From an optimization exercise on the open Yosys and OpenROAD flow, aimed at small area, a short achievable clock period and few clock cycles per item; shortcuts taken in it are not production practice. The RTL was checked by simulation tests, not by an equivalence proof against the original design. Power figures rest on the tool's default switching activity, not on a simulated workload.

v46:
// space_to_depth_address_gen_core
module space_to_depth_address_gen_core #(
  parameter int unsigned DATA_BITS = 32,
  parameter int unsigned DIM_BITS  = 12,
  parameter int unsigned ADDR_BITS = 24
) (
  input  logic                   clk_i,
  input  logic                   rst_ni,
  input  logic                   psel,
  input  logic                   penable,
  input  logic                   pwrite,
  input  logic [4:0]             paddr,
  input  logic [31:0]            pwdata,
  output logic [31:0]            prdata,
  output logic                   pready,
  input  logic                   in_valid_i,
  output logic                   in_ready_o,
  input  logic [DATA_BITS-1:0]   element_value_i,
  output logic                   out_valid_o,
  input  logic                   out_ready_i,
  output logic [DATA_BITS-1:0]   out_value_o,
  output logic [ADDR_BITS-1:0]   out_address_o,
  output logic                   in_range_o,
  output logic                   last_element_o
);
  localparam int unsigned DW = DIM_BITS + 1;
  localparam int unsigned AW = ADDR_BITS;
  logic [6:0]    batch_q;
  logic [DW-1:0] height_q, width_q, chan_q;
  logic [4:0]    block_q;
  logic [2:0]    idx;
  logic          wr_en, hit;
  logic [DW-1:0] rd_d, rd_q;
  assign idx    = paddr[4:2];
  assign wr_en  = psel && penable && pwrite;
  assign hit    = idx < 3'd5;
  assign pready = 1'b1;
  logic [5:0]      batch_hi;
  logic [DW-2:0]   height_hi, width_hi, chan_hi;
  logic [3:0]      block_hi;
  logic [4:0]      b0n_q;
  always_ff @(posedge clk_i or negedge rst_ni) begin
    if (!rst_ni) begin
      batch_hi  <= '0;
      height_hi <= '0;
      width_hi  <= '0;
      chan_hi   <= '0;
      block_hi  <= '0;
      b0n_q     <= '0;
    end else if (wr_en) begin
      case (idx)
        3'd0: {batch_hi,  b0n_q[0]} <= {pwdata[6:1],    !pwdata[0]};
        3'd1: {height_hi, b0n_q[1]} <= {pwdata[DW-1:1], !pwdata[0]};
        3'd2: {width_hi,  b0n_q[2]} <= {pwdata[DW-1:1], !pwdata[0]};
        3'd3: {chan_hi,   b0n_q[3]} <= {pwdata[DW-1:1], !pwdata[0]};
  ...
Settings: LEC_CHECK=0, CAP_MARGIN=20, CORE_MARGIN=2, CORE_UTILIZATION=65, CTS_CLUSTER_DIAMETER=80, CTS_CLUSTER_SIZE=25, SLEW_MARGIN=20; clock period 10.0 ns.
standard.sh (not shown) runs the stock make flow with config.mk's settings and CLKGATE_MAP_FILE= SYNTH_SCRIPT=/design/flow/synth_recipe.tcl, a recipe that flattens the netlist after the stock synthesis.
==> flow/flow/run.sh <==
#!/bin/bash
# Own layout flow: the standard synthesis (standard.sh synth, unchanged),
# then the standard ORFS layout steps with these changes:
#  - port buffers placed by flow/ports.tcl, just before the resizer step: a
#    buf_1 on each input and a buf_2 on each output (instead of the resizer's
#    single pick, placed before global placement)
#  - timing repair aimed at a larger setup margin
# Each step's output goes to its own log in this folder; ORFS's per-stage
# logs are under orfs/logs/.
set -euo pipefail
MARGIN=${MARGIN:-6.8}
[[ -f flow/params.sh ]] && source flow/params.sh
bash standard.sh synth > synth.log 2>&1
PORTS="$PWD/flow/ports.tcl"
sed 's#"\${@:-finish}"#SETUP_SLACK_MARGIN='"$MARGIN"' DONT_BUFFER_PORTS=1 PRE_RESIZE_TCL='"$PORTS"' "${@:-finish}"#' standard.sh > layout.sh
grep -q "SETUP_SLACK_MARGIN=$MARGIN" layout.sh
bash layout.sh > layout.log 2>&1
==> flow/flow/params.sh <==
MARGIN=6.8
==> flow/flow/ports.tcl <==
# Port buffers, placed before the resizer step (after global placement, whose
# timing-driven mode removes buffers), in place of ORFS's buffer_ports
puts "Perform port buffering (flow/ports.tcl)..."
buffer_ports -inputs -buffer_cell sky130_fd_sc_hd__buf_1
buffer_ports -outputs -buffer_cell sky130_fd_sc_hd__buf_2
Testbench counts of v46, summed over its fixed seeds: cycles 53,646, items 52,758.
Changes in v57 relative to v46:
-- flow/config.mk --
<<< v46, line 10
export CORE_UTILIZATION = 65
>>> v57, line 10
export CORE_UTILIZATION = 55
<<< v46, line 13
>>> v57, line 13
export PLACE_DENSITY = 0.75
==> comparison <==
v57 vs. v46: power now larger; routed wirelength normalized by instance count shows a reduction of 2.8%; delay of the slowest critical-path stage now sits higher.
### v57 -> v2
==> flow/flow/params.sh <==
MARGIN=6.6
-- flow/config.mk --
<<< v57, line 13
export PLACE_DENSITY = 0.75
>>> v2, line 13
## What came out
Delta (v2 minus v57): leakage power summed over all cells fell by 0.035 nW, count of placed standard cells including taps held, met2 track demand over resource in global routing -1.2 points, power density over the cells climbed 0.74%, wire length the detailed router placed on met1 went up by 13%. Cell count along the critical path: v2 > v57. The standard cells in v2 occupy less silicon area than those in v57 do.

-- static timing again, ports no longer ideal --
The results above use ideal ports. As a check the final layouts listed here were re-extracted and re-timed, cells and wires unchanged.
Step 1 sets driving cells, clkbuf_16 on the clock port and buf_2 on the other inputs (assumed; they add their load-dependent delay and slew).
Step 2 adds t to the input delays and takes it off the output delays; t is the mean of the earliest and latest rising clock arrival at the registers after step 1. Input paths then give back, and output paths get back, about the clock's delay inside the block.
Three values: ideal ports, drivers, drivers and shift; two values: the first two.
run | t, ns | setup slack, ns | hold WS [ns]
v46 | 0.550 | 6.833 / 6.794 / 6.305 | 0.480 / 0.480 / 0.480
v57 | 0.562 | 6.816 / 6.765 / 6.336 | 0.478 / 0.478 / 0.478
v2 | 0.558 | 6.638 / 6.658 / 6.100 | 0.477 / 0.477 / 0.477
After both steps setup and hold are still met in every run listed. The setup slack of v2, which loses most, moves by +0.020 ns with the drivers and by -0.538 ns with both steps.
